What follows belongs to an exercise in optimizing a design on an open flow for small area, a short achievable clock period and few clock cycles per item; a production flow would make more cautious choices.
No run shown here included a check of the RTL's function; only the layout flow was run.

===== design/flow/config.mk =====
export PLATFORM = sky130hd
export DESIGN_NAME = xtea_core
export DESIGN_NICKNAME = xtea_core
export VERILOG_FILES = /design/flow/design.v
export SDC_FILE = /design/flow/constraint.sdc
export NUM_CORES = 4
export LEC_CHECK = 0
export CAP_MARGIN = 20
export CORE_MARGIN = 2
export CORE_UTILIZATION = 40
export SLEW_MARGIN = 20

===== design/flow/constraint.sdc =====
create_clock -name core_clock -period 12.0 [get_ports {clock}]
set_input_delay 2.4000 -clock core_clock [delete_from_list [all_inputs] [get_ports {clock}]]
set_output_delay 2.4000 -clock core_clock [all_outputs]
set_load 0.01 [all_outputs]

===== design/flow/design.v =====
module xtea_core (
    input  logic         clock,
    input  logic         reset_n,
    input  logic         in_valid,
    output logic         in_ready,
    input  logic         mode,
    input  logic [31:0]  data_in1,
    input  logic [31:0]  data_in2,
    input  logic [127:0] key_in,
    output logic         out_valid,
    input  logic         out_ready,
    output logic [31:0]  data_out1,
    output logic [31:0]  data_out2,
    output logic         busy
);
    localparam logic [31:0] DELTA   = 32'h9E3779B9;
    localparam logic [31:0] SUM_DEC = 32'hC6EF3720;
    logic         prep;     
    logic         run;      
    logic         full;     
    logic         ph;       
    logic         mode_q;
    logic [31:0]  x;
    logic [31:0]  y;
    logic [31:0]  sum;      
    logic [31:0]  kk;       
    logic [127:0] key_q;
    logic         idle;
    logic         accept;
    logic         last;
    logic         fin_dec;
    logic [1:0]   idx;
    logic [31:0]  kw;
    logic [31:0]  mx;
    logic [31:0]  y_new;
    function automatic logic [31:0] add_bk(input logic [31:0] a, input logic [31:0] b,
                                           input logic cin);
        logic [32:0] gg;
        logic [32:0] pp;
        logic [31:0] p;
        p  = a ^ b;
        gg = {a & b, cin};
        pp = {p, 1'b0};
        for (int d = 1; d < 33; d = d * 2) begin
            for (int i = 2 * d - 1; i < 33; i = i + 2 * d) begin
                gg[i] = gg[i] | (pp[i] & gg[i - d]);
                pp[i] = pp[i] & pp[i - d];
            end
        end
        for (int d = 16; d >= 1; d = d / 2) begin
            for (int i = 3 * d - 1; i < 33; i = i + 2 * d) begin
                gg[i] = gg[i] | (pp[i] & gg[i - d]);
                pp[i] = pp[i] & pp[i - d];
            end
        end
        add_bk = p ^ gg[31:0];
    endfunction
    assign idle      = !prep && !run;
    assign in_ready  = idle && (!full || out_ready);
    assign accept    = in_valid && in_ready;
    assign out_valid = full;
    assign busy      = prep || run || full;
    assign idx = (ph ^ mode_q) ? sum[12:11] : sum[1:0];
    always_comb begin
        case (idx)
            2'd0:    kw = key_q[127:96];
            2'd1:    kw = key_q[95:64];
            2'd2:    kw = key_q[63:32];
            default: kw = key_q[31:0];
        endcase
    end
    assign mx    = ((y << 4) ^ (y >> 5)) + y;
    assign y_new = x + (mx ^ kk) + {31'd0, mode_q};
    assign last    = !ph && !(sum[0] || sum[1] || sum[20]);
    assign fin_dec = last && mode_q;
    always_ff @(posedge clock or negedge reset_n) begin
        if (!reset_n) begin
            prep <= 1'b0;
            run  <= 1'b0;
            full <= 1'b0;
        end else begin
            prep <= accept;
            if (prep) begin
                run <= 1'b1;
            end else if (run && last) begin
                run <= 1'b0;
            end
            if (run && last) begin
                full <= 1'b1;
            end else if (out_ready) begin
                full <= 1'b0;
            end
        end
    end
    always_ff @(posedge clock) begin
        if (accept) begin
            x      <= data_in1;
            y      <= data_in2;
            mode_q <= mode;
        end else if (prep) begin
            if (mode_q) begin
                x <= y;
                y <= x;
            end
        end else if (run) begin
            x <= fin_dec ? y_new : y;
            if (!fin_dec) y <= y_new;
        end
        if (idle) begin
            key_q <= key_in;
            sum   <= mode ? SUM_DEC : 32'd0;
            ph    <= 1'b0;
        end else begin
            ph <= !ph;
            if (!ph) sum <= add_bk(sum, mode_q ? -DELTA : DELTA, 1'b0);
        end
        kk <= add_bk(sum, kw, 1'b0) ^ {32{mode_q}};
    end
    assign data_out1 = x;
    assign data_out2 = y;
endmodule

===== design/flow/flow/run.sh =====
#!/bin/bash
# Layout flow: the standard flow (standard.sh: the standard synthesis, floorplan, place,
# CTS, route, finish) with the ports buffered by the smallest buffer cell instead of the delay
# buffer buffer_ports picks by default. Each ORFS step logs to orfs/logs/; the whole make
# output goes to flow.log in this folder.
set -euo pipefail
export BUFFER_PORTS_ARGS="-buffer_cell sky130_fd_sc_hd__buf_1"
bash standard.sh > flow.log 2>&1

===== design/flow/standard.sh =====
#!/bin/bash
# synth_recipe.tcl (not shown) runs the flow's synth.tcl, then flattens the netlist and writes it again
# the make line also repeats each setting of config.mk as NAME=value (left out here)
make -C /OpenROAD-flow-scripts/flow DESIGN_CONFIG=/design/flow/config.mk WORK_HOME=/design/flow/orfs CLKGATE_MAP_FILE= SYNTH_SCRIPT=/design/flow/synth_recipe.tcl "${@:-finish}"

==> impl_metrics.ini, run 1 <==
[sta]
final-max-slew-violation-count = 0
hold_viol_final = 0
fin_ws_ns = 6.40
max_freq_mhz = 179
final.period_utilization_pct = 46.6
timing.clock.skew_ns = 0.0183
worstMarginPinSlew_ns = 0.872
period_minus_slack_ns = 5.60
relSlewSlack_pct = 41.7
unrepaired_setup_endpoints_after_global_routing = no
fin_setup_tns_ns = 0
finalSetupViolations = 0
hold-worst-slack_ns = 0.484

[synthesis]
netlist-cell-type-count = 69
synth-async-reset-ratio_pct = 1.15
synth_enable_flop_cells = 225
post_synth_inst_count = 1377
netlist_top_cells_count = edfxtp_1, ha_1, a21oi_1
syn-mean-instance-area_um2 = 11.7
ys_top_cells_by_area = edfxtp_1, ha_1, xnor2_1
cell_type_with_the_highest_aggregate_area_in_the_netlist = edfxtp_1
synth-seq-area-share_pct = 46.3
synth-warning-count = 1
synth_largest_type_area_fraction_pct = 41.8
synth_ff_type = edfxtp_1
synth_most_common_cell = edfxtp_1
number_of_register_bits_inferred_by_synthesis = 261
total_standard_cell_area_after_synthesis_um2 = 16200
synth_nets = 1736

[setup_path]
max_stage_delay_ns = 0.62
timing.critical_path.required_ns = 12.43
cp_top_family = compound AO/OA/AOI/OAI gates
crit_path_top_delay_cell = mux4_2
crit-reg2reg-launch = mode_q
crit_path_cell_chain = xnor2_1, nor2_1, a21oi_4, buf_4, mux4_2, ha_1, a21o_1, a311o_1, a21o_1, nand4_1, a2111oi_0, or2_2, a211oi_1, nand2b_1, nand2b_1, a21oi_1, fa_1, xnor2_1
ff2ff_path_depth = 18
worstReg2RegEnd = kk[29]
timing_worst_setup_path_type = reg -> reg
max_fo_critical_path = 32
setup.worst_path.end_class = register
start_kind = register
timing.critical_path.arrival_ns = 6.03
path_buf_inv = 1
timing.reg2reg.setup_slack_ns = 6.40

[layout]
drive_above_1_share_pct = 7.48
n_fill_cell = 3752
area_growth_syn_to_layout_pct = 17.1
num-nets-final = 2006
ff_latch_area_um2 = 7490
instances_no_fill = 2196
area_used_by_multi_input_combinational_logic_um2 = 8410
antenna_fix_cells = 0

[hold_path]
hold_path.startpoint = ph
timing.hold.worst_path_depth = 1
timing.hold.worst.class = reg -> reg
whs_endpoint = ph

[detailed_routing]
wl_per_cell_um = 19.7
drt.antenna.violating_nets = 0
via_count = 11700
route.detailed.drc = 0
finalWirelength_mm = 43.2
detail_route.iter0.violations = 663
drtPass1Iterations = 6
routed_via_density = 5.35

[outcome]
status = complete, no violations

[floorplanning]
floorplan.die_area_um2 = 42000
design.portCount = 264
core.rowCount = 73
floorplan.initialDensity_pct = 40.6
chipHeight_um = 205
chipWidth_um = 205
core_region_area_um2 = 39800

[clocking]
clockBufferDepth = 3
post-cts-setup-buffers = 0
clock_tree_from_tritoncts = built
cts_repair_resize_count = 0
numClockSinks = 261
worst_skew_pair_later_pin_latency_ns = 0.58
cts.root.buffer_cell = clkbuf_16
ctsHoldBuffers = 0
clock_tree.htree_level_count = 1
inserted_clock_buffers = 30
clk_pin_slew_ns = 0.07

[place]
post_place_cells = 2140
routabilityCongestion = 0.946
minimum_setup_slack_after_placement_ns = 6.33
port_buffer_count = 263
hpwl_after_detailed_placement_mm = 32.0

[global_routing]
grt_remaining_overflow = 0
grt.total_usage_pct = 20.6
grt_first_pass_wirelength_mm = 66.7
antenna_found_initial = 0
grt_max_degree = 95
vias_in_the_first_global_route = 11700

[flow_run]
cap_violations = 0
==> worst max path at each step <==
| stage | depth (start not counted) | slack, ns | from | to |
|---|---|---|---|---|
| floorplan | 5 | 6.09 | out_ready | y[0] |
| global placement | 18 | 6.43 | mode_q | kk[29] |
| detailed placement | 18 | 6.33 | mode_q | kk[29] |
| CTS | 18 | 6.29 | mode_q | kk[29] |
| global route | 22 | 5.89 | y[5] | x[31] |
| finish | 18 | 6.40 | mode_q | kk[29] |
==> state kept, by name (all words and copies together) (netlist names) <==
signal and cells:
full 1, mode_q 1, run 1, prep 1, kk 32, key_q 128
y 32, sum 32, ph 1, x 32
==> cell type report <==
type,count,area share [%]
multi-input cells,1037,44.4
flip-flops and latches,261,39.6
repair buffers,276,5.73
clock buffers,34,4.16
well taps,525,3.47
clock inverters,22,1.80
inverters,41,0.839
==> cells in the final DEF (no fill, tap or decap), drive strengths merged, types with 8 or more instances in the layout <==
master  synthesis  layout
xnor2         105     105
dfxtp          33      33
nand2         103     103
xor2           76      76
edfxtp        225     225
bufinv          0       8
a31oi          22      22
nor2           92      92
and3            8       8
mux4           32      32
and2           10      10
buf             9     276
fa             33      33
a22oi          13      13
ha            129     129
inv            41      44
a21o           83      83
o21ai          93      93
nand2b         15      15
clkinv          0       8
nand3          11      11
clkbuf         29      34
a21oi         108     108
==> routing by layer <==
metal,part of all wire [%],global-route usage [%]
met5,0,0
met4,2.0,5.16
met2,46,33.3
met1,46,29.2
met3,6.0,2.67
==> metrics by stage <==
| step | util (%) | instance area [um2] |
|---|---|---|
| 2_1_floorplan | - | 16200 |
| 3_3_place_gp | 44.7 | 17800 |
| 3_5_place_dp | 44.7 | 17800 |
| 4_1_cts | 47.5 | 18900 |
| 5_1_grt | 47.5 | 18900 |
| 6_report | 47.5 | 18900 |
==> logic make-up after synthesis <==
| kind of cell | Yosys count | synth area share, % |
|---|---|---|
| AOI/OAI and AO/OA | 382 | 15.4 |
| and+or+nand+nor | 274 | 7.65 |
| DFF | 261 | 46.3 |
| xor gates and xnor gates | 181 | 9.81 |
| adders and majority gates | 162 | 14.1 |
| buffers and inverters | 79 | 1.86 |
| muxes | 38 | 4.83 |
==> run 2: changes to the inputs <==
==> design/flow/run.sh (new file) <==
#!/bin/bash
# synth_recipe.tcl (not shown) runs the flow's synth.tcl, then flattens the netlist and writes it again
# the make line also repeats each setting of config.mk as NAME=value (left out here)
make -C /OpenROAD-flow-scripts/flow DESIGN_CONFIG=/design/flow/config.mk WORK_HOME=/design/flow/orfs CLKGATE_MAP_FILE= SYNTH_SCRIPT=/design/flow/synth_recipe.tcl finish
removed: design/flow/flow/run.sh
removed: design/flow/standard.sh
==> run 2 against run 1 <==
  * Still clean on timing, DRC and antenna
  * Setup slack got worse by 0.46 ns
  * Clock-buffer cell count decreased by 1
  * Non-clock buffer count did not move
  * Final cell count did not move
  * Synthesized area is the same
==> impl_metrics.ini, run 2 <==
[outcome]
status = complete, no violations

[synthesis]
synth-seq-area-share_pct = 46.3
synth_enable_flop_cells = 225
ys_top_cells_by_area = edfxtp_1, ha_1, xnor2_1
synth_largest_type_area_fraction_pct = 41.8
cell_type_with_the_highest_aggregate_area_in_the_netlist = edfxtp_1
synth_nets = 1736
number_of_register_bits_inferred_by_synthesis = 261
netlist_top_cells_count = edfxtp_1, ha_1, a21oi_1
netlist-cell-type-count = 69
synth_most_common_cell = edfxtp_1
synth_ff_type = edfxtp_1
post_synth_inst_count = 1377
total_standard_cell_area_after_synthesis_um2 = 16200
synth-warning-count = 1
synth-async-reset-ratio_pct = 1.15
syn-mean-instance-area_um2 = 11.7

[hold_path]
timing.hold.worst.class = reg -> reg
whs_endpoint = ph
hold_path.startpoint = ph
timing.hold.worst_path_depth = 1

[setup_path]
ff2ff_path_depth = 18
crit_path_cell_chain = clkdlybuf4s50_1, nand2b_1, and2_1, clkdlybuf4s50_1
max_fo_critical_path = 2
crit_path_top_delay_cell = clkdlybuf4s50_1
start_kind = primary input
worstReg2RegEnd = kk[29]
timing.reg2reg.setup_slack_ns = 6.29
crit-reg2reg-launch = mode_q
setup.worst_path.end_class = output port
critical-path-top-cell-by-count = clkdlybuf4s50_1
timing.critical_path.arrival_ns = 3.66
max_stage_delay_ns = 0.55
timing_worst_setup_path_type = in -> out
timing.critical_path.required_ns = 9.60

[flow_run]
cap_violations = 0

[floorplanning]
core.rowCount = 73
design.portCount = 264
core_region_area_um2 = 39800
floorplan.initialDensity_pct = 40.6
floorplan.die_area_um2 = 42000
chipHeight_um = 205
chipWidth_um = 205

[place]
port_buffer_count = 263
post_dp_cell_area_um2 = 19400
routabilityCongestion = 0.936
hpwl_after_detailed_placement_mm = 31.7

[sta]
max_freq_mhz = 165
timing.clock.skew_ns = 0.0146
period_minus_slack_ns = 6.06
final-max-slew-violation-count = 0
final.period_utilization_pct = 50.5
finalSetupViolations = 0
worstMarginPinSlew_ns = 0.897
relSlewSlack_pct = 40.2
fin_setup_tns_ns = 0
hold_viol_final = 0
unrepaired_setup_endpoints_after_global_routing = no

[clocking]
inserted_clock_buffers = 30
numClockSinks = 261
cts_repair_resize_count = 0
clock_tree_from_tritoncts = built
clockBufferDepth = 3
post-cts-setup-buffers = 0
clk_pin_slew_ns = 0.06
clock_tree.htree_level_count = 1
cts.root.buffer_cell = clkbuf_16
ctsHoldBuffers = 0
worst_skew_pair_later_pin_latency_ns = 0.58

[global_routing]
grt_max_degree = 92
vias_in_the_first_global_route = 12000
grt_first_pass_wirelength_mm = 66.1
grt.total_usage_pct = 20.2
antenna_found_initial = 0
grt_remaining_overflow = 0

[layout]
num-nets-final = 2006
area_growth_syn_to_layout_pct = 27.6
antenna_fix_cells = 0
mostFrequentLayoutCells = clkdlybuf4s50_1, edfxtp_1, ha_1
max_flop_register = key_q
mostFrequentLayoutCell = clkdlybuf4s50_1
largest_register_ffs = 128
fin_area_um2 = 20600
drive_above_1_share_pct = 7.48

[detailed_routing]
route.detailed.drc = 0
drt.antenna.violating_nets = 0
routed_via_density = 5.30
wl_per_cell_um = 19.3
via_count = 11600
finalWirelength_mm = 42.4
drtPass1Iterations = 5
detail_route.iter0.violations = 626
[run 2: cell counts after synthesis]
Identical to the previous run, type by type.
[run 2: critical path, delay by kind of cell]
kind | cells | cell delay (ns)
buf+inv | 2 | 0.99
simple gates | 2 | 0.27
[run 2: kinds of logic after synthesis]
family          share of synthesized area, %
compound gates                          15.4
buf+inv                                 1.86
mux                                     4.83
xor+xnor                                9.81
simple gates                            7.65
flops                                   46.3
fa+ha+maj                               14.1
[run 2: final cells by class]
type                    instances  area (um2)
well taps                     525         657
fillers                      3560       19200
clock buffers                  33         783
flip-flops and latches        261        7490
clock inverters                23         375
multi-input cells            1037        8420
inverters                      41         159
repair buffers                276        2750
[run 2: stage by stage]
| stage | hold slack (ns) | util [%] | cells | setup slack (ns) |
|---|---|---|---|---|
| 2_1_floorplan | 0.444 | - | 1377 | 6.09 |
| 3_3_place_gp | 0.467 | 48.8 | 2139 | 5.93 |
| 3_5_place_dp | 0.489 | 48.8 | 2139 | 5.94 |
| 4_1_cts | 0.503 | 51.7 | 2195 | 5.93 |
| 5_1_grt | 0.519 | 51.8 | 2196 | 5.88 |
| 6_report | 0.503 | 51.8 | 2196 | 5.94 |
[run 2: worst max path at each step]
stage / slack (ns) / to / depth (start not counted) / from
final: 5.94 / in_ready / 4 / out_ready
after CTS: 5.93 / in_ready / 4 / out_ready
after global placement: 5.93 / in_ready / 4 / out_ready
after global routing: 5.88 / in_ready / 4 / out_ready
after detailed placement: 5.94 / in_ready / 4 / out_ready
after floorplan: 6.09 / y[0] / 5 / out_ready
[run 2: routing by layer]
metal,share of wire (%),track usage [%],wire (um)
met5,0,0,0
met4,2.2,5.47,932
met1,46,28.4,19600
met2,45,32.4,19000
met3,6.7,3.21,2860
==> run 3: changes to the inputs <==
--- a/design/flow/design.v
+++ b/design/flow/design.v
@@ -69,8 +69,8 @@
             default: kw = key_q[31:0];
         endcase
     end
-    assign mx    = ((y << 4) ^ (y >> 5)) + y;
-    assign y_new = x + (mx ^ kk) + {31'd0, mode_q};
+    assign mx    = add_bk((y << 4) ^ (y >> 5), y, 1'b0);
+    assign y_new = add_bk(x, mx ^ kk, mode_q);
     assign last    = !ph && !(sum[0] || sum[1] || sum[20]);
     assign fin_dec = last && mode_q;
     always_ff @(posedge clock or negedge reset_n) begin
==> run 3 against run 2 <==
  * Die area down 2.1%
  * Clock-buffer cell count grew 8
  * Sequential cell count is the same
  * Hold slack better by 0.0023 ns
==> impl_metrics.ini, run 3 <==
[detailed_routing]
via_count = 10700
wl_per_cell_um = 19.3
routed-wl-met3_mm = 2.13
routed_via_density = 5.14
dr_wl_met2_mm = 18.3
met1_length_mm = 18.9
highest_layer = met4
detail_route.iter0.violations = 459
finalWirelength_mm = 40.2
drt.antenna.violating_nets = 0
drtPass1Iterations = 5
route.detailed.drc = 0

[sta]
unrepaired_setup_endpoints_after_global_routing = no
worstMarginPinSlew_ns = 1.03
hold_viol_final = 0
final.period_utilization_pct = 53.4
relSlewSlack_pct = 30.7
finalSetupViolations = 0
timing.clock.skew_ns = 0.0120
final-max-slew-violation-count = 0
max_freq_mhz = 156
fin_setup_tns_ns = 0
period_minus_slack_ns = 6.41

[synthesis]
total_standard_cell_area_after_synthesis_um2 = 15800
synth_most_common_cell = edfxtp_1
number_of_register_bits_inferred_by_synthesis = 261
netlist-cell-type-count = 57
ys_top_cells_by_area = edfxtp_1, ha_1, fa_1
synth-seq-area-share_pct = 47.3
synth_nets = 1655
post_synth_inst_count = 1275
syn-mean-instance-area_um2 = 12.4
cell_type_with_the_highest_aggregate_area_in_the_netlist = edfxtp_1
synth-async-reset-ratio_pct = 1.15
synth_largest_type_area_fraction_pct = 42.7
synth_enable_flop_cells = 225
synth-warning-count = 1
synth_ff_type = edfxtp_1
netlist_top_cells_count = edfxtp_1, ha_1, nand2_1

[setup_path]
max_fo_critical_path = 6
path_buf_inv = 0
start_point_of_the_critical_path = y[9]
crit_path_top_delay_cell = edfxtp_1
setup.worst_path.end_class = register
start_kind = register
ff2ff_path_depth = 25
cp_top_family = compound AO/OA/AOI/OAI gates
timing_worst_setup_path_type = reg -> reg
timing.critical_path.required_ns = 12.29
critical-path-top-cell-by-count = a21oi_1
crit-reg2reg-launch = y[9]
timing.reg2reg.setup_slack_ns = 5.59
worstReg2RegEnd = x[30]
timing.critical_path.arrival_ns = 6.69
max_stage_delay_ns = 0.53

[floorplanning]
chipHeight_um = 203
design.portCount = 264
core.rowCount = 72
floorplan.die_area_um2 = 41200
core_region_area_um2 = 38800
floorplan.initialDensity_pct = 40.8
chipWidth_um = 203

[hold_path]
timing.hold.worst.class = reg -> reg
hold_path.startpoint = ph
whs_endpoint = ph
timing.hold.worst_path_depth = 1

[clocking]
clock_tree.htree_level_count = 1
inserted_clock_buffers = 30
clock_tree_from_tritoncts = built
ctsHoldBuffers = 0
clk_pin_slew_ns = 0.06
cts_repair_resize_count = 0
worst_skew_pair_later_pin_latency_ns = 0.58
post-cts-setup-buffers = 0
numClockSinks = 261
clockBufferDepth = 3
cts.root.buffer_cell = clkbuf_16

[layout]
area_used_by_multi_input_combinational_logic_um2 = 7920
antenna_fix_cells = 0
mostFrequentLayoutCell = clkdlybuf4s50_1
n_fill_cell = 3446
ff_latch_area_um2 = 7490
max_flop_register = key_q
area_growth_syn_to_layout_pct = 27.2
mostFrequentLayoutCells = clkdlybuf4s50_1, edfxtp_1, ha_1
largest_register_ffs = 128
fin_area_um2 = 20100
drive_above_1_share_pct = 6.63
num-nets-final = 1925

[outcome]
status = complete, no violations

[flow_run]
cap_violations = 0

[place]
post_dp_cell_area_um2 = 19100
routabilityCongestion = 0.850
hpwl_after_detailed_placement_mm = 30.1
port_buffer_count = 263

[global_routing]
grt.total_usage_pct = 19.6
vias_in_the_first_global_route = 11100
grt_first_pass_wirelength_mm = 62.6
grt_max_degree = 99
antenna_found_initial = 1
grt_remaining_overflow = 0
## run 3: cell types whose count changed in the layout (fill, tap and decap cells not counted), sizes merged, moves of 28 or more
cell | previous run | this run
a21oi | 108 | 78
inv | 42 | 80
nor2 | 92 | 50
fa | 33 | 61
mux2i | 6 | 41
xnor2 | 105 | 71
a21o | 83 | 44
## run 3: how the worst max path moves through the flow
| stage | cells after the start | endpoint |
|---|---|---|
| finish | 25 | x[30] |
| global route | 25 | y[30] |
| CTS | 22 | x[30] |
| detailed placement | 22 | x[30] |
| global placement | 22 | x[30] |
| floorplan | 5 | y[0] |
## run 3: cells by family (layout without fill, tap and decap cells)
family / count (synthesis) / in the layout / share of synthesized area (%)
multiplexers: 73 / 73 / 7.23
flip-flops: 261 / 261 / 47.3
AO/OA/AOI/OAI: 277 / 277 / 10.6
AND/OR/NAND/NOR: 213 / 213 / 6.05
XOR/XNOR: 152 / 152 / 8.59
buffers and inverters: 116 / 410 / 2.78
adder cells (fa/ha/maj): 183 / 183 / 17.4
## run 3: cell type report
| cell class | instances | share of cell area [%] |
|---|---|---|
| clock buffers | 41 | 4.14 |
| multi-input cells | 898 | 39.3 |
| clock inverters | 15 | 0.945 |
| repair buffers | 276 | 13.7 |
| flip-flops and latches | 261 | 37.2 |
| inverters | 78 | 1.48 |
| well taps | 518 | 3.22 |
## run 3: per-stage QoR
step                utilization, %  cells  hold WS [ns]  setup WS (ns)
finish                        51.8   2087         0.505           5.59
global route                  51.8   2087         0.530           4.99
global placement              49.1   2030         0.479           5.78
detailed placement            49.1   2030         0.491           5.60
floorplan                        -   1275         0.457           6.14
CTS                           51.8   2086         0.505           5.60
## run 3: routing by layer
metal	global-route usage (%)	vias up
met3	3.00	47
met4	4.69	0
met5	0	-
li1	-	5196
met1	27.8	5172
met2	31.5	305
## run 3: worst reg2reg max path, stage by stage (launching register included)
cell      delay [ns]
edfxtp_1        0.53
xor2_1          0.22
ha_1            0.33
a21oi_1         0.17
o21ai_1         0.16
o211a_1         0.28
or3_1           0.42
nor2_1          0.13
o21bai_1        0.12
a21o_1          0.20
a21oi_1         0.19
fa_1            0.45
xnor2_1         0.27
ha_1            0.31
a21oi_1         0.21
a21oi_1         0.10
o31ai_1         0.24
a31oi_1         0.11
or2_1           0.31
o21a_1          0.23
a221oi_1        0.42
fa_1            0.26
xor2_1          0.17
nor2_1          0.07
a21oi_1         0.13
o21ai_0         0.08
==> run 4: changes to the inputs <==
==> design/flow/design.v (replaced) <==
module xtea_core (
    input  logic         clock,
    input  logic         reset_n,
    input  logic         in_valid,
    output logic         in_ready,
    input  logic         mode,
    input  logic [31:0]  data_in1,
    input  logic [31:0]  data_in2,
    input  logic [127:0] key_in,
    output logic         out_valid,
    input  logic         out_ready,
    output logic [31:0]  data_out1,
    output logic [31:0]  data_out2,
    output logic         busy
);
    localparam logic [31:0] DELTA   = 32'h9E3779B9;
    localparam logic [31:0] SUM_DEC = 32'hC6EF3720;
    logic         prep;     
    logic         run;      
    logic         full;     
    logic         ph;       
    logic         mode_q;
    logic [31:0]  x;
    logic [31:0]  y;
    logic [31:0]  sum;      
    logic [31:0]  kk;       
    logic [127:0] key_q;
    logic         idle;
    logic         accept;
    logic         last;
    logic [1:0]   idx;
    logic [31:0]  kw;
    logic [31:0]  mx;
    logic [31:0]  y_new;
    assign idle      = !prep && !run;
    assign in_ready  = idle && (!full || out_ready);
    assign accept    = in_valid && in_ready;
    assign out_valid = full;
    assign busy      = prep || run || full;
    assign idx = (ph ^ mode_q) ? sum[12:11] : sum[1:0];
    always_comb begin
        case (idx)
            2'd0:    kw = key_q[127:96];
            2'd1:    kw = key_q[95:64];
            2'd2:    kw = key_q[63:32];
            default: kw = key_q[31:0];
        endcase
    end
    assign mx    = ((y << 4) ^ (y >> 5)) + y;
    assign y_new = x + (mx ^ kk) + {31'd0, mode_q};
    assign last = !ph && !(sum[0] || sum[1] || sum[20]);
    always_ff @(posedge clock or negedge reset_n) begin
        if (!reset_n) begin
            prep <= 1'b0;
            run  <= 1'b0;
            full <= 1'b0;
        end else begin
            prep <= accept;
            if (prep) begin
                run <= 1'b1;
            end else if (run && last) begin
                run <= 1'b0;
            end
            if (run && last) begin
                full <= 1'b1;
            end else if (out_ready) begin
                full <= 1'b0;
            end
        end
    end
    always_ff @(posedge clock) begin
        if (accept) begin
            x      <= mode ? data_in2 : data_in1;
            y      <= mode ? data_in1 : data_in2;
            mode_q <= mode;
        end else if (run) begin
            x <= y;
            y <= y_new;
        end
        if (idle) begin
            key_q <= key_in;
            sum   <= mode ? SUM_DEC : 32'd0;
            ph    <= 1'b0;
        end else begin
            kk  <= (sum + kw) ^ {32{mode_q}};
            ph  <= !ph;
            if (!ph) sum <= mode_q ? (sum - DELTA) : (sum + DELTA);
        end
    end
    assign data_out1 = mode_q ? y : x;
    assign data_out2 = mode_q ? x : y;
endmodule
==> run 4 against run 3 <==
  * Routed wire length increased by 6.5%
  * Global-route usage down 0.87 points
  * Critical endpoint is now in_ready
  * Final cell count increased by 15%
  * Hold slack lost 0.033 ns
  * Die area is 11% higher
  * Design area rose by 8.7%
  * Still clean
  * Sequential share of layout area is 1.5 points lower
  * Synthesized cell count up 19%
  * First-iteration DRC count up 35%
  * Maximum frequency rose by 5.9%
  * Critical path depth decreased by 21
==> impl_metrics.ini, run 4 <==
[synthesis]
synth_largest_type_area_fraction_pct = 43.8
number_of_register_bits_inferred_by_synthesis = 261
syn-mean-instance-area_um2 = 11.6
synth_enable_flop_cells = 257
synth-async-reset-ratio_pct = 1.15
synth_ff_type = edfxtp_1
netlist-cell-type-count = 75
post_synth_inst_count = 1521
cell_type_with_the_highest_aggregate_area_in_the_netlist = edfxtp_1
netlist_top_cells_count = edfxtp_1, ha_1, xnor2_1
total_standard_cell_area_after_synthesis_um2 = 17600
synth-warning-count = 1
synth-seq-area-share_pct = 44.4
synth_nets = 1852
ys_top_cells_by_area = edfxtp_1, ha_1, xnor2_1
synth_most_common_cell = edfxtp_1

[clocking]
post-cts-setup-buffers = 0
numClockSinks = 261
cts.root.buffer_cell = clkbuf_16
clock_tree.htree_level_count = 1
cts_repair_resize_count = 0
ctsHoldBuffers = 0
clock_tree_from_tritoncts = built
worst_skew_pair_later_pin_latency_ns = 0.58
clockBufferDepth = 3
clk_pin_slew_ns = 0.06
inserted_clock_buffers = 31

[layout]
drive_above_1_share_pct = 11.0
mostFrequentLayoutCells = clkdlybuf4s50_1, edfxtp_1, ha_1
area_growth_syn_to_layout_pct = 24.2
max_flop_register = key_q
instances_no_fill = 2390
largest_register_ffs = 128
mostFrequentLayoutCell = clkdlybuf4s50_1
fin_area_um2 = 21900
num-nets-final = 2111
antenna_fix_cells = 0

[floorplanning]
core.rowCount = 76
core_region_area_um2 = 43300
chipWidth_um = 214
design.portCount = 264
floorplan.die_area_um2 = 45700
chipHeight_um = 214
floorplan.initialDensity_pct = 40.7

[sta]
period_minus_slack_ns = 6.05
final.period_utilization_pct = 50.4
final-max-slew-violation-count = 0
timing.clock.skew_ns = 0.00850
unrepaired_setup_endpoints_after_global_routing = no
worstMarginPinSlew_ns = 1.02
finalSetupViolations = 0
fin_setup_tns_ns = 0
hold_viol_final = 0
relSlewSlack_pct = 31.9
max_freq_mhz = 165

[flow_run]
cap_violations = 0

[global_routing]
vias_in_the_first_global_route = 12600
grt_remaining_overflow = 0
grt.total_usage_pct = 18.7
grt_first_pass_wirelength_mm = 67.0
antenna_found_initial = 0
grt_max_degree = 93

[place]
port_buffer_count = 263
hpwl_after_detailed_placement_mm = 32.5
post_dp_cell_area_um2 = 20900
post_place_cells = 2332
routabilityCongestion = 0.925

[setup_path]
max_fo_critical_path = 2
setup.worst_path.end_class = output port
timing.reg2reg.setup_slack_ns = 6.36
ff2ff_path_depth = 23
timing.critical_path.arrival_ns = 3.65
timing_worst_setup_path_type = in -> out
start_kind = primary input
timing.critical_path.required_ns = 9.60
crit-reg2reg-launch = y[5]
worstReg2RegEnd = y[29]

[detailed_routing]
finalWirelength_mm = 42.9
drtPass1Iterations = 5
detail_route.iter0.violations = 618
via_count = 12500
route.detailed.drc = 0
drt.antenna.violating_nets = 0
wl_per_cell_um = 17.9
routed_via_density = 5.23

[hold_path]
timing.hold.worst_path_depth = 1
timing.hold.worst.class = reg -> reg
whs_endpoint = run
hold_path.startpoint = prep

[outcome]
status = complete, no violations
[run 4: cell count changes after synthesis, moves of 24 or more]
cell,before,now
mux2i_1,40,64
dfxtp_1,33,1
mux2_2,0,63
inv_1,73,29
a21o_1,44,69
a21oi_1,78,111
fa_1,61,5
xnor2_1,69,119
edfxtp_1,225,257
[run 4: area by class of cell]
type,count,area (um2)
Fill cell,3891,21400
Multi-Input combinational cell,1182,9520
Sequential cell,261,7810
Timing Repair Buffer,275,2720
Clock buffer,32,779
Tap cell,585,732
Clock inverter,26,189
Inverter,29,114
[run 4: kinds of logic after synthesis]
logic type | share of synthesized area (%)
and+or+nand+nor | 7.87
muxes | 11.8
xor gates and xnor gates | 9.75
DFF | 44.4
adders and majority gates | 9.74
buffers and inverters | 1.71
AOI/OAI and AO/OA | 14.8
[run 4: worst max-delay path by stage]
| stage | from | endpoint | slack, ns |
|---|---|---|---|
| final | out_ready | in_ready | 5.95 |
| after global routing | out_ready | in_ready | 5.88 |
| after CTS | out_ready | in_ready | 5.94 |
| after detailed placement | out_ready | in_ready | 5.95 |
| after global placement | out_ready | in_ready | 5.94 |
| after floorplan | run | key_q[0] | 6.18 |
[run 4: worst max-delay path, stage by stage]
cell and delay (ns):
clkdlybuf4s50_1 0.44, nand2b_1 0.11, and2_1 0.16, clkdlybuf4s50_1 0.54
[run 4: through the flow]
stage	setup WS, ns	hold slack [ns]	util (%)
2_1_floorplan	6.18	0.432	-
3_3_place_gp	5.94	0.448	48.3
3_5_place_dp	5.95	0.457	48.3
4_1_cts	5.94	0.475	50.5
5_1_grt	5.88	0.501	50.5
6_report	5.95	0.473	50.5
[run 4: metal layers]
layer	wire, um	GRT usage (%)	share of wire, %
met1	20500	26.6	48
met2	19400	30.4	45
met3	2220	2.34	5.2
met4	828	4.50	1.9
met5	0	0	0
==> run 5: changes to the inputs <==
==> design/flow/design.v (replaced) <==
module xtea_core (
    input  logic         clock,
    input  logic         reset_n,
    input  logic         in_valid,
    output logic         in_ready,
    input  logic         mode,
    input  logic [31:0]  data_in1,
    input  logic [31:0]  data_in2,
    input  logic [127:0] key_in,
    output logic         out_valid,
    input  logic         out_ready,
    output logic [31:0]  data_out1,
    output logic [31:0]  data_out2,
    output logic         busy
);
    localparam logic [31:0] DELTA   = 32'h9E3779B9;
    localparam logic [31:0] SUM_DEC = 32'hC6EF3720;
    logic         run;      
    logic         full;     
    logic         ph;       
    logic         mode_q;
    logic [31:0]  x;
    logic [31:0]  y;
    logic [31:0]  sum;
    logic [127:0] key_q;
    logic         accept;
    logic         last;
    logic [1:0]   idx;
    logic [31:0]  kw;
    logic [31:0]  kk;
    logic [31:0]  mx;
    logic [31:0]  g;
    logic [31:0]  y_new;
    assign in_ready  = !run && (!full || out_ready);
    assign accept    = in_valid && in_ready;
    assign out_valid = full;
    assign busy      = run || full;
    assign idx = (ph ^ mode_q) ? sum[12:11] : sum[1:0];
    always_comb begin
        case (idx)
            2'd0:    kw = key_q[127:96];
            2'd1:    kw = key_q[95:64];
            2'd2:    kw = key_q[63:32];
            default: kw = key_q[31:0];
        endcase
    end
    assign kk    = sum + kw;
    assign mx    = ((y << 4) ^ (y >> 5)) + y;
    assign g     = mx ^ kk;
    assign y_new = mode_q ? (x - g) : (x + g);
    assign last = ph && !(sum[0] || sum[1] || sum[20]);
    always_ff @(posedge clock or negedge reset_n) begin
        if (!reset_n) begin
            run  <= 1'b0;
            full <= 1'b0;
        end else begin
            if (accept) begin
                run  <= 1'b1;
                full <= 1'b0;
            end else if (run && last) begin
                run  <= 1'b0;
                full <= 1'b1;
            end else if (full && out_ready) begin
                full <= 1'b0;
            end
        end
    end
    always_ff @(posedge clock) begin
        if (accept) begin
            x      <= mode ? data_in2 : data_in1;
            y      <= mode ? data_in1 : data_in2;
            key_q  <= key_in;
            mode_q <= mode;
            sum    <= mode ? SUM_DEC : 32'd0;
            ph     <= 1'b0;
        end else if (run) begin
            x   <= y;
            y   <= y_new;
            ph  <= !ph;
            if (!ph) sum <= mode_q ? (sum - DELTA) : (sum + DELTA);
        end
    end
    assign data_out1 = mode_q ? y : x;
    assign data_out2 = mode_q ? x : y;
endmodule
==> run 5 against run 4 <==
  * Clock skew grew 0.011 ns
  * Clock-buffer cell count up 5
  * Routed wire length rose by 0.77%
  * Register-to-register slack lost 2.1 ns
  * Synthesized area is 4.9% lower
  * Final cell count down 2.4%
  * Non-clock buffer count shrank 3
  * Via count grew 0.66%
  * Setup slack got worse by 1.7 ns
==> impl_metrics.ini, run 5 <==
[outcome]
status = complete, no violations

[synthesis]
post_synth_inst_count = 1527
netlist_top_cells_count = edfxtp_1, ha_1, xnor2_1
total_standard_cell_area_after_synthesis_um2 = 16700
synth_enable_flop_cells = 225
synth-seq-area-share_pct = 40.8
synth-warning-count = 1
ys_top_cells_by_area = edfxtp_1, ha_1, xnor2_1
synth_ff_type = edfxtp_1
synth_largest_type_area_fraction_pct = 40.4
cell_type_with_the_highest_aggregate_area_in_the_netlist = edfxtp_1
netlist-cell-type-count = 73
syn-mean-instance-area_um2 = 11.0
synth_most_common_cell = edfxtp_1
synth-async-reset-ratio_pct = 0.877
synth_nets = 1856
number_of_register_bits_inferred_by_synthesis = 228

[place]
post_place_cells = 2283
routabilityCongestion = 0.911
minimum_setup_slack_after_placement_ns = 4.17
hpwl_after_detailed_placement_mm = 32.8
port_buffer_count = 263
post_dp_cell_area_um2 = 19900

[global_routing]
grt_first_pass_wirelength_mm = 68.1
antenna_found_initial = 0
grt_remaining_overflow = 0
vias_in_the_first_global_route = 12800
grt.total_usage_pct = 19.5
grt_max_degree = 107

[sta]
unrepaired_setup_endpoints_after_global_routing = no
max_freq_mhz = 129
period_minus_slack_ns = 7.75
final-max-slew-violation-count = 0
worstMarginPinSlew_ns = 1.05
finalSetupViolations = 0
final.period_utilization_pct = 64.6
hold_viol_final = 0
fin_ws_ns = 4.25
relSlewSlack_pct = 30.3
timing.clock.skew_ns = 0.0194
fin_setup_tns_ns = 0

[clocking]
clock_tree_from_tritoncts = built
inserted_clock_buffers = 27
clock_tree.htree_level_count = 1
cts.root.buffer_cell = clkbuf_16
ctsHoldBuffers = 0
cts_repair_resize_count = 0
post-cts-setup-buffers = 0
numClockSinks = 228
clockBufferDepth = 3
worst_skew_pair_later_pin_latency_ns = 0.54
clk_pin_slew_ns = 0.06

[layout]
ff_latch_area_um2 = 6830
mostFrequentLayoutCell = clkdlybuf4s50_1
n_fill_cell = 3720
largest_register_ffs = 128
mostFrequentLayoutCells = clkdlybuf4s50_1, edfxtp_1, ha_1
fin_area_um2 = 20800
num-nets-final = 2109
area_used_by_multi_input_combinational_logic_um2 = 9630
antenna_fix_cells = 0
instances_no_fill = 2332
drive_above_1_share_pct = 9.83
area_growth_syn_to_layout_pct = 24.0
max_flop_register = key_q

[hold_path]
timing.hold.worst.class = reg -> reg
timing.hold.worst_path_depth = 1
hold_path.startpoint = full

[detailed_routing]
finalWirelength_mm = 43.2
drtPass1Iterations = 5
wl_per_cell_um = 18.5
detail_route.iter0.violations = 555
drt.antenna.violating_nets = 0
via_count = 12600
route.detailed.drc = 0
routed_via_density = 5.40

[floorplanning]
chipWidth_um = 209
floorplan.die_area_um2 = 43500
core_region_area_um2 = 41100
design.portCount = 264
core.rowCount = 74
floorplan.initialDensity_pct = 40.7
chipHeight_um = 209

[setup_path]
timing.critical_path.required_ns = 12.39
critical-path-top-cell-by-count = nand2_1
setup.worst_path.end_class = register
timing.critical_path.arrival_ns = 8.14
ff2ff_path_depth = 33
timing.reg2reg.setup_slack_ns = 4.25
crit_path_top_delay_cell = mux4_2
start_kind = register
max_fo_critical_path = 32
start_point_of_the_critical_path = ph
timing_worst_setup_path_type = reg -> reg
crit-reg2reg-launch = ph
max_stage_delay_ns = 0.59

[flow_run]
cap_violations = 0
## run 5: cell count changes after synthesis, sizes merged, moves of 7 or more
cell,change
nor3,+7
o21bai,+7
edfxtp,-32
nand2,-7
a211oi,-9
o211ai,+9
nand2b,+8
buf,-7
nor2,+18
o21ai,+17
a21o,-10
## run 5: worst paths after layout
kind	end
hold / removal	full
min in group asynchronous	run
max in group asynchronous	full
setup reg to reg	y[31]
hold reg to reg	full
setup / recovery	y[31]
## run 5: per-stage QoR
stage          hold WS [ns]  utilization, %
2_1_floorplan         0.532               -
4_1_cts               0.581            50.5
5_1_grt               0.602            50.5
3_3_place_gp          0.549            48.5
6_report              0.579            50.5
3_5_place_dp          0.553            48.5
## run 5: layout make-up
cell class,instances,area share (%)
Tap cell,532,3.21
Sequential cell,228,32.9
Inverter,33,0.621
Timing Repair Buffer,272,13.0
Multi-Input combinational cell,1218,46.4
Clock buffer,37,3.58
Clock inverter,12,0.289
## run 5: logic make-up (layout without fill, tap and decap cells)
family | after synthesis | after routing | share of synthesized area, %
multiplexers | 156 | 156 | 12.2
buffers and inverters | 81 | 354 | 1.87
AO/OA/AOI/OAI | 418 | 418 | 15.6
flip-flops | 228 | 228 | 40.8
XOR/XNOR | 198 | 198 | 10.5
adder cells (fa/ha/maj) | 132 | 132 | 10.0
AND/OR/NAND/NOR | 314 | 314 | 8.93
## run 5: critical path, delay by kind of cell (launching register included)
| kind | cells | cell delay [ns] |
|---|---|---|
| AO/OA/AOI/OAI | 11 | 1.96 |
| XOR/XNOR | 6 | 1.70 |
| adder cells (fa/ha/maj) | 3 | 1.06 |
| buffers and inverters | 1 | 0.56 |
| flip-flops | 1 | 0.40 |
| multiplexers | 1 | 0.59 |
| AND/OR/NAND/NOR | 11 | 1.33 |
## run 5: metal layers
metal | routed length [um] | vias to the layer above | GRT usage (%)
li1 | - | 6280 | -
met1 | 21100 | 5911 | 28.0
met2 | 18700 | 336 | 30.6
met3 | 2370 | 66 | 3.12
met4 | 970 | 0 | 5.07
met5 | 0 | - | 0

-- what the ideal ports hide --
No port has a modelled driver above. Below, the same layouts with a new extraction and two added sets of constraints.
Step 1 (the two cells are an assumption about what drives the block):
set clk [get_ports {clock}]
set_driving_cell -lib_cell sky130_fd_sc_hd__clkbuf_16 $clk
set_driving_cell -lib_cell sky130_fd_sc_hd__buf_2 [delete_from_list [all_inputs] $clk]
Step 2 moves the port delays by t, midway between the first and last clock arrival at a register: inputs arrive t later, outputs are due t later. That takes back most of the time a late clock gives input paths.
a / b / c = ideal ports / drivers / drivers and shift; a / b = the first two.
run | t, ns | slack for setup (ns) | worst setup path at the end | clock arrival spread, ns | cell pins on the clock port's net
run 1 | 0.620 | 6.403 / 6.403 / 6.403 | register to register | 0.019 / 0.018 | 1
run 2 | 0.626 | 5.944 / 5.918 / 5.918 | input to output | 0.015 / 0.014 | 1
run 3 | 0.618 | 5.593 / 5.593 / 5.593 | register to register | 0.013 / 0.012 | 1
run 4 | 0.629 | 5.951 / 5.919 / 5.919 | input to output | 0.009 / 0.009 | 1
run 5 | 0.583 | 4.250 / 4.250 / 4.250 | register to register | 0.020 / 0.021 | 1
After both steps every run listed still meets setup and hold. The setup slack of run 4, which loses most, moves by -0.032 ns with the drivers and by -0.032 ns with both steps.
